Background: an optimization exercise with open tools, aiming at small area and a short achievable clock period. Do not read the settings as production practice.
Only simulation tests tie the RTL to the original design; equivalence was not proved.

rev 12:
==> flow/design.v <==
module dda_move_engine #(
  parameter int          NUM_AXES     = 2,
  parameter int          BUFFER_DEPTH = 4,
  parameter int          DUR_WIDTH    = 64,
  parameter int          ACC_WIDTH    = 64,
  parameter int          DIV_WIDTH    = 24,
  parameter logic [63:0] THRESHOLD    = 64'h7fffffffffffff9b,
  parameter int          STEP_HOLD    = 8
) (
  input  logic                            clk,
  input  logic                            resetn,
  input  logic [DIV_WIDTH-1:0]            clock_divisor,
  input  logic                            wr_valid,
  output logic                            wr_ready,
  input  logic [DUR_WIDTH-1:0]            wr_duration,
  input  logic [NUM_AXES-1:0]             wr_dir,
  input  logic [NUM_AXES*ACC_WIDTH-1:0]   wr_increment,
  input  logic [NUM_AXES*ACC_WIDTH-1:0]   wr_incinc,
  input  logic                            abort,
  output logic [NUM_AXES-1:0]             step,
  output logic [NUM_AXES-1:0]             dir,
  output logic                            busy,
  output logic                            move_done,
  output logic [$clog2(BUFFER_DEPTH):0]   buffer_count
);
  localparam int PTR_W  = $clog2(BUFFER_DEPTH);
  localparam int CNT_W  = PTR_W + 1;
  localparam int HOLD_W = $clog2(STEP_HOLD + 1);
  localparam logic [ACC_WIDTH-1:0] THR  = THRESHOLD[ACC_WIDTH-1:0];
  localparam logic [ACC_WIDTH-1:0] NTHR = -THR;
  logic                          s_load, s_run, tick;
  logic [DUR_WIDTH-1:0]          mem_dur    [BUFFER_DEPTH];
  logic [NUM_AXES-1:0]           mem_dir    [BUFFER_DEPTH];
  logic [NUM_AXES*ACC_WIDTH-1:0] mem_inc    [BUFFER_DEPTH];
  logic [NUM_AXES*ACC_WIDTH-1:0] mem_incinc [BUFFER_DEPTH];
  logic [PTR_W-1:0]              rd_ptr, wr_ptr;
  logic [DUR_WIDTH-1:0]          tickdown;
  logic [NUM_AXES-1:0]           cur_dir;
  logic [NUM_AXES*ACC_WIDTH-1:0] cur_incinc;
  logic [ACC_WIDTH-1:0]          u       [NUM_AXES];
  logic [DIV_WIDTH-1:0]          div_r, rem;
  logic [ACC_WIDTH-1:0]          acc     [NUM_AXES];
  logic [NUM_AXES-1:0]           owe;
  logic                          acc_ok;
  logic [ACC_WIDTH-1:0]          acc_owe [NUM_AXES];
  logic [ACC_WIDTH-1:0]          csa_x   [NUM_AXES];
  logic [ACC_WIDTH-1:0]          csa_y   [NUM_AXES];
  logic [ACC_WIDTH-1:0]          acc_sum [NUM_AXES];
  logic [ACC_WIDTH-1:0]          pg_g, pg_p;
  logic [NUM_AXES-1:0]           sum_zero;
  logic [HOLD_W-1:0]             hcnt    [NUM_AXES];
  logic [NUM_AXES-1:0]           pend, fire;
  logic                          push, pop, last, dur_zero;
  logic [BUFFER_DEPTH-1:0]       rd_oh;
  logic [DUR_WIDTH-1:0]          rd_dur;
  logic [NUM_AXES-1:0]           rd_dir;
  logic [NUM_AXES*ACC_WIDTH-1:0] rd_inc, rd_incinc;
  always_comb begin
    rd_dur = '0; rd_dir = '0; rd_inc = '0; rd_incinc = '0;
    for (int i = 0; i < BUFFER_DEPTH; i++) begin
      rd_dur    = rd_dur    | (mem_dur[i]    & {DUR_WIDTH{rd_oh[i]}});
      rd_dir    = rd_dir    | (mem_dir[i]    & {NUM_AXES{rd_oh[i]}});
      rd_inc    = rd_inc    | (mem_inc[i]    & {(NUM_AXES*ACC_WIDTH){rd_oh[i]}});
      rd_incinc = rd_incinc | (mem_incinc[i] & {(NUM_AXES*ACC_WIDTH){rd_oh[i]}});
    end
  end
  logic [DIV_WIDTH-1:0]          cd;
  logic                          cd_one;
  assign wr_ready = !buffer_count[CNT_W-1] && !abort;
  assign push     = wr_valid && wr_ready;
  assign pop      = !s_load && !s_run && (buffer_count != '0);
  assign busy     = s_load || s_run;
  assign last     = (tickdown == DUR_WIDTH'(1));
  assign dur_zero = (tickdown == '0);
  assign cd_one   = (clock_divisor[DIV_WIDTH-1:1] == '0);
  assign cd       = {clock_divisor[DIV_WIDTH-1:1], clock_divisor[0] | cd_one};
  always_comb begin
    for (int a = 0; a < NUM_AXES; a++) begin
      acc_owe[a] = NTHR & {ACC_WIDTH{owe[a]}};
      csa_x[a]   = acc[a] ^ u[a] ^ acc_owe[a];
      csa_y[a]   = {(acc[a][ACC_WIDTH-2:0] & u[a][ACC_WIDTH-2:0]) |
                    (acc[a][ACC_WIDTH-2:0] & acc_owe[a][ACC_WIDTH-2:0]) |
                    (u[a][ACC_WIDTH-2:0] & acc_owe[a][ACC_WIDTH-2:0]), 1'b0};
      pg_g = csa_x[a] & csa_y[a];
      pg_p = csa_x[a] ^ csa_y[a];
      for (int l = 0; (1 << l) < ACC_WIDTH; l++) begin
        for (int i = 0; i < ACC_WIDTH; i++) begin
          if ((i >> l) & 1) begin
            pg_g[i] = pg_g[i] | (pg_p[i] & pg_g[((i >> l) << l) - 1]);
            pg_p[i] = pg_p[i] & pg_p[((i >> l) << l) - 1];
          end
        end
      end
      acc_sum[a] = (csa_x[a] ^ csa_y[a]) ^ {pg_g[ACC_WIDTH-2:0], 1'b0};
      sum_zero[a] = ((csa_x[a] ^ csa_y[a]) == {(csa_x[a][ACC_WIDTH-2:0] | csa_y[a][ACC_WIDTH-2:0]), 1'b0});
      fire[a]    = tick && !acc_sum[a][ACC_WIDTH-1] && !sum_zero[a];
    end
  end
  always_ff @(posedge clk) begin
    if (push) begin
      mem_dur[wr_ptr]    <= wr_duration;
      mem_dir[wr_ptr]    <= wr_dir;
      mem_inc[wr_ptr]    <= wr_increment;
      mem_incinc[wr_ptr] <= wr_incinc;
    end
  end
  always_ff @(posedge clk) begin
    if (pop) begin
      tickdown   <= rd_dur;
      cur_dir    <= rd_dir;
      cur_incinc <= rd_incinc;
      for (int a = 0; a < NUM_AXES; a++) u[a] <= rd_inc[a*ACC_WIDTH +: ACC_WIDTH];
    end else if (tick) begin
      for (int a = 0; a < NUM_AXES; a++)
        acc[a] <= acc_sum[a];
      owe <= fire;
      tickdown <= tickdown - 1'b1;
      for (int a = 0; a < NUM_AXES; a++) u[a] <= u[a] + cur_incinc[a*ACC_WIDTH +: ACC_WIDTH];
    end
    if (s_load && !acc_ok) begin
      for (int a = 0; a < NUM_AXES; a++)
        acc[a] <= '0;
      owe <= '0;
    end
    if (s_load) begin
      div_r <= cd;
      rem   <= cd;
    end else if (tick) begin
      rem   <= div_r;
    end else begin
      rem   <= rem - 1'b1;
    end
  end
  always_ff @(posedge clk or negedge resetn) begin
    if (!resetn) begin
      s_load       <= 1'b0;
      s_run        <= 1'b0;
      tick         <= 1'b0;
      rd_ptr       <= '0;
      rd_oh        <= BUFFER_DEPTH'(1);
      wr_ptr       <= '0;
      buffer_count <= '0;
      move_done    <= 1'b0;
      dir          <= '0;
      step         <= '0;
      pend         <= '0;
      acc_ok       <= 1'b0;
      for (int a = 0; a < NUM_AXES; a++) begin
        hcnt[a] <= '0;
      end
    end else if (abort) begin
      s_load       <= 1'b0;
      s_run        <= 1'b0;
      tick         <= 1'b0;
      rd_ptr       <= '0;
      rd_oh        <= BUFFER_DEPTH'(1);
      wr_ptr       <= '0;
      buffer_count <= '0;
      move_done    <= 1'b0;
      step         <= '0;
      pend         <= '0;
      acc_ok       <= 1'b0;
      for (int a = 0; a < NUM_AXES; a++) begin
        hcnt[a] <= '0;
      end
    end else begin
      move_done <= 1'b0;
      if (push) wr_ptr <= wr_ptr + 1'b1;
      if (pop)  rd_ptr <= rd_ptr + 1'b1;
      if (pop)  rd_oh  <= {rd_oh[BUFFER_DEPTH-2:0], rd_oh[BUFFER_DEPTH-1]};
      if (push && !pop)      buffer_count <= buffer_count + 1'b1;
      else if (pop && !push) buffer_count <= buffer_count - 1'b1;
      for (int a = 0; a < NUM_AXES; a++) begin
        if (fire[a]) begin
          if (step[a] || pend[a]) begin
            step[a] <= 1'b0;
            pend[a] <= 1'b1;
          end else begin
            step[a] <= 1'b1;
            hcnt[a] <= HOLD_W'(STEP_HOLD);
          end
        end else if (pend[a]) begin
          pend[a] <= 1'b0;
          step[a] <= 1'b1;
          hcnt[a] <= HOLD_W'(STEP_HOLD);
        end else if (step[a]) begin
          if (hcnt[a] == HOLD_W'(1)) step[a] <= 1'b0;
          hcnt[a] <= hcnt[a] - 1'b1;
        end
      end
      if (pop) s_load <= 1'b1;
      if (s_load) begin
        s_load <= 1'b0;
        acc_ok <= 1'b1;
        dir    <= cur_dir;
        if (dur_zero) begin
          move_done <= 1'b1;
        end else begin
          s_run <= 1'b1;
          tick  <= cd_one;
        end
      end
      if (s_run) begin
        if (tick) begin
          if (last) begin
            move_done <= 1'b1;
            s_run     <= 1'b0;
            tick      <= 1'b0;
          end else begin
            tick      <= (div_r == DIV_WIDTH'(1));
          end
        end else begin
          tick <= (rem == DIV_WIDTH'(2));
        end
      end
    end
  end
endmodule
export LEC_CHECK = 0
export CAP_MARGIN = 20
export CORE_MARGIN = 2
export CORE_UTILIZATION = 40
export SLEW_MARGIN = 20
create_clock -name core_clock -period 10.0 [get_ports {clk}]
standard.sh (not shown) runs the stock make flow with config.mk's settings and CLKGATE_MAP_FILE= SYNTH_SCRIPT=/design/flow/synth_recipe.tcl, a recipe that flattens the netlist after the stock synthesis.
==> flow/flow/run.sh <==
#!/bin/bash
# Standard layout (the standard.sh) with a tighter setup-repair target,
# smaller port buffers and a clock tree without dummy loads.
export SETUP_SLACK_MARGIN=5.6
export BUFFER_PORTS_ARGS="-buffer_cell sky130_fd_sc_hd__buf_1"
export CTS_ARGS="-sink_clustering_enable -repair_clock_nets -dont_use_dummy_load -sink_clustering_size 24 -sink_clustering_max_diameter 100"
bash standard.sh > standard.log 2>&1
What rev 13 does differently from rev 12 at the input level:
--- a/flow/design.v
+++ b/flow/design.v
@@ -55,13 +55,44 @@
   logic [DUR_WIDTH-1:0]          rd_dur;
   logic [NUM_AXES-1:0]           rd_dir;
   logic [NUM_AXES*ACC_WIDTH-1:0] rd_inc, rd_incinc;
+  logic [BUFFER_DEPTH-1:0]       rd_sel;
+  logic [DUR_WIDTH-1:0]          td_dec;
+  logic [DIV_WIDTH-1:0]          rem_dec;
+  logic [ACC_WIDTH-1:0]          u_sum   [NUM_AXES];
+  logic [ACC_WIDTH-1:0]          ug, up;
   always_comb begin
+    rd_sel = rd_oh & {BUFFER_DEPTH{pop}};
     rd_dur = '0; rd_dir = '0; rd_inc = '0; rd_incinc = '0;
     for (int i = 0; i < BUFFER_DEPTH; i++) begin
-      rd_dur    = rd_dur    | (mem_dur[i]    & {DUR_WIDTH{rd_oh[i]}});
-      rd_dir    = rd_dir    | (mem_dir[i]    & {NUM_AXES{rd_oh[i]}});
-      rd_inc    = rd_inc    | (mem_inc[i]    & {(NUM_AXES*ACC_WIDTH){rd_oh[i]}});
-      rd_incinc = rd_incinc | (mem_incinc[i] & {(NUM_AXES*ACC_WIDTH){rd_oh[i]}});
+      rd_dur    = rd_dur    | (mem_dur[i]    & {DUR_WIDTH{rd_sel[i]}});
+      rd_dir    = rd_dir    | (mem_dir[i]    & {NUM_AXES{rd_sel[i]}});
+      rd_inc    = rd_inc    | (mem_inc[i]    & {(NUM_AXES*ACC_WIDTH){rd_sel[i]}});
+      rd_incinc = rd_incinc | (mem_incinc[i] & {(NUM_AXES*ACC_WIDTH){rd_sel[i]}});
+    end
+  end
+  logic [DUR_WIDTH-1:0]          td_z;
+  logic [DIV_WIDTH-1:0]          rem_z;
+  always_comb begin
+    td_z = ~tickdown;
+    for (int l = 0; (1 << l) < DUR_WIDTH; l++)
+      for (int i = 0; i < DUR_WIDTH; i++)
+        if ((i >> l) & 1) td_z[i] = td_z[i] & td_z[((i >> l) << l) - 1];
+    td_dec = tickdown ^ {td_z[DUR_WIDTH-2:0], 1'b1};
+    rem_z = ~rem;
+    for (int l = 0; (1 << l) < DIV_WIDTH; l++)
+      for (int i = 0; i < DIV_WIDTH; i++)
+        if ((i >> l) & 1) rem_z[i] = rem_z[i] & rem_z[((i >> l) << l) - 1];
+    rem_dec = rem ^ {rem_z[DIV_WIDTH-2:0], 1'b1};
+    for (int a = 0; a < NUM_AXES; a++) begin
+      ug = u[a] & cur_incinc[a*ACC_WIDTH +: ACC_WIDTH];
+      up = u[a] ^ cur_incinc[a*ACC_WIDTH +: ACC_WIDTH];
+      for (int l = 0; (1 << l) < ACC_WIDTH; l++)
+        for (int i = 0; i < ACC_WIDTH; i++)
+          if ((i >> l) & 1) begin
+            ug[i] = ug[i] | (up[i] & ug[((i >> l) << l) - 1]);
+            up[i] = up[i] & up[((i >> l) << l) - 1];
+          end
+      u_sum[a] = (u[a] ^ cur_incinc[a*ACC_WIDTH +: ACC_WIDTH]) ^ {ug[ACC_WIDTH-2:0], 1'b0};
     end
   end
   logic [DIV_WIDTH-1:0]          cd;
@@ -106,16 +137,18 @@
   end
   always_ff @(posedge clk) begin
     if (pop) begin
-      tickdown   <= rd_dur;
       cur_dir    <= rd_dir;
       cur_incinc <= rd_incinc;
-      for (int a = 0; a < NUM_AXES; a++) u[a] <= rd_inc[a*ACC_WIDTH +: ACC_WIDTH];
-    end else if (tick) begin
+    end
+    if (pop || tick) begin
+      tickdown <= rd_dur | (td_dec & {DUR_WIDTH{tick}});
+      for (int a = 0; a < NUM_AXES; a++)
+        u[a] <= rd_inc[a*ACC_WIDTH +: ACC_WIDTH] | (u_sum[a] & {ACC_WIDTH{tick}});
+    end
+    if (tick) begin
       for (int a = 0; a < NUM_AXES; a++)
         acc[a] <= acc_sum[a];
       owe <= fire;
-      tickdown <= tickdown - 1'b1;
-      for (int a = 0; a < NUM_AXES; a++) u[a] <= u[a] + cur_incinc[a*ACC_WIDTH +: ACC_WIDTH];
     end
     if (s_load && !acc_ok) begin
       for (int a = 0; a < NUM_AXES; a++)
@@ -128,7 +161,7 @@
     end else if (tick) begin
       rem   <= div_r;
     end else begin
-      rem   <= rem - 1'b1;
+      rem   <= rem_dec;
     end
   end
   always_ff @(posedge clk or negedge resetn) begin
Findings:
- Synthesized-area fraction occupied by ao, oa, aoi and oai cells, rev 12 and rev 13, lower one = rev 13.
- Diff rev 12 and rev 13: cell count lower in rev 13
- Re area after synthesis: rev 13 is about 3.3% down on rev 12.
- Largest net degree at the start of global routing went down by a little under 10% going from rev 12 to rev 13.
- Sort rev 12 and rev 13 by via count, ascending, and rev 13 comes first.
- The fraction of area in registers of rev 13 is higher than that of rev 12.
- Diff rev 13..rev 12 | area used by sequential logic in the layout | negligible
- Comparing rev 12 and rev 13, the higher cell area after placement is on rev 12.
- Buffer count excluding the clock tree in the final layout: rev 13 vs rev 12 down 2.8%

-- static timing again, ports no longer ideal --
The results above use ideal ports. As a check the final layouts listed here were re-extracted and re-timed, cells and wires unchanged. Step 1: set_driving_cell puts a clkbuf_16 on clk and a buf_2 on each other input, an assumption about the parent block. Step 2 also shifts input and output timing later by t, the mid clock arrival at the registers, as if the neighbouring blocks saw the same clock. Three values: no drivers, after step 1, after step 2; two values: the first two.
| run | shift t [ns] | setup WS [ns] | hold WS [ns] | clock arrival spread, ns | worst register clock-pin slew, ns |
|---|---|---|---|---|---|
| rev 12 | 0.825 | 5.590 / 5.546 / 5.139 | 0.455 / 0.455 / 0.455 | 0.114 / 0.115 | 0.10 / 0.10 |
| rev 13 | 0.819 | 5.635 / 5.573 / 4.969 | 0.464 / 0.464 / 0.464 | 0.104 / 0.104 | 0.11 / 0.11 |
After both steps setup and hold are still met in every run listed. For rev 13, which loses most, drivers alone change the setup slack by -0.062 ns; drivers and shift together by -0.666 ns.
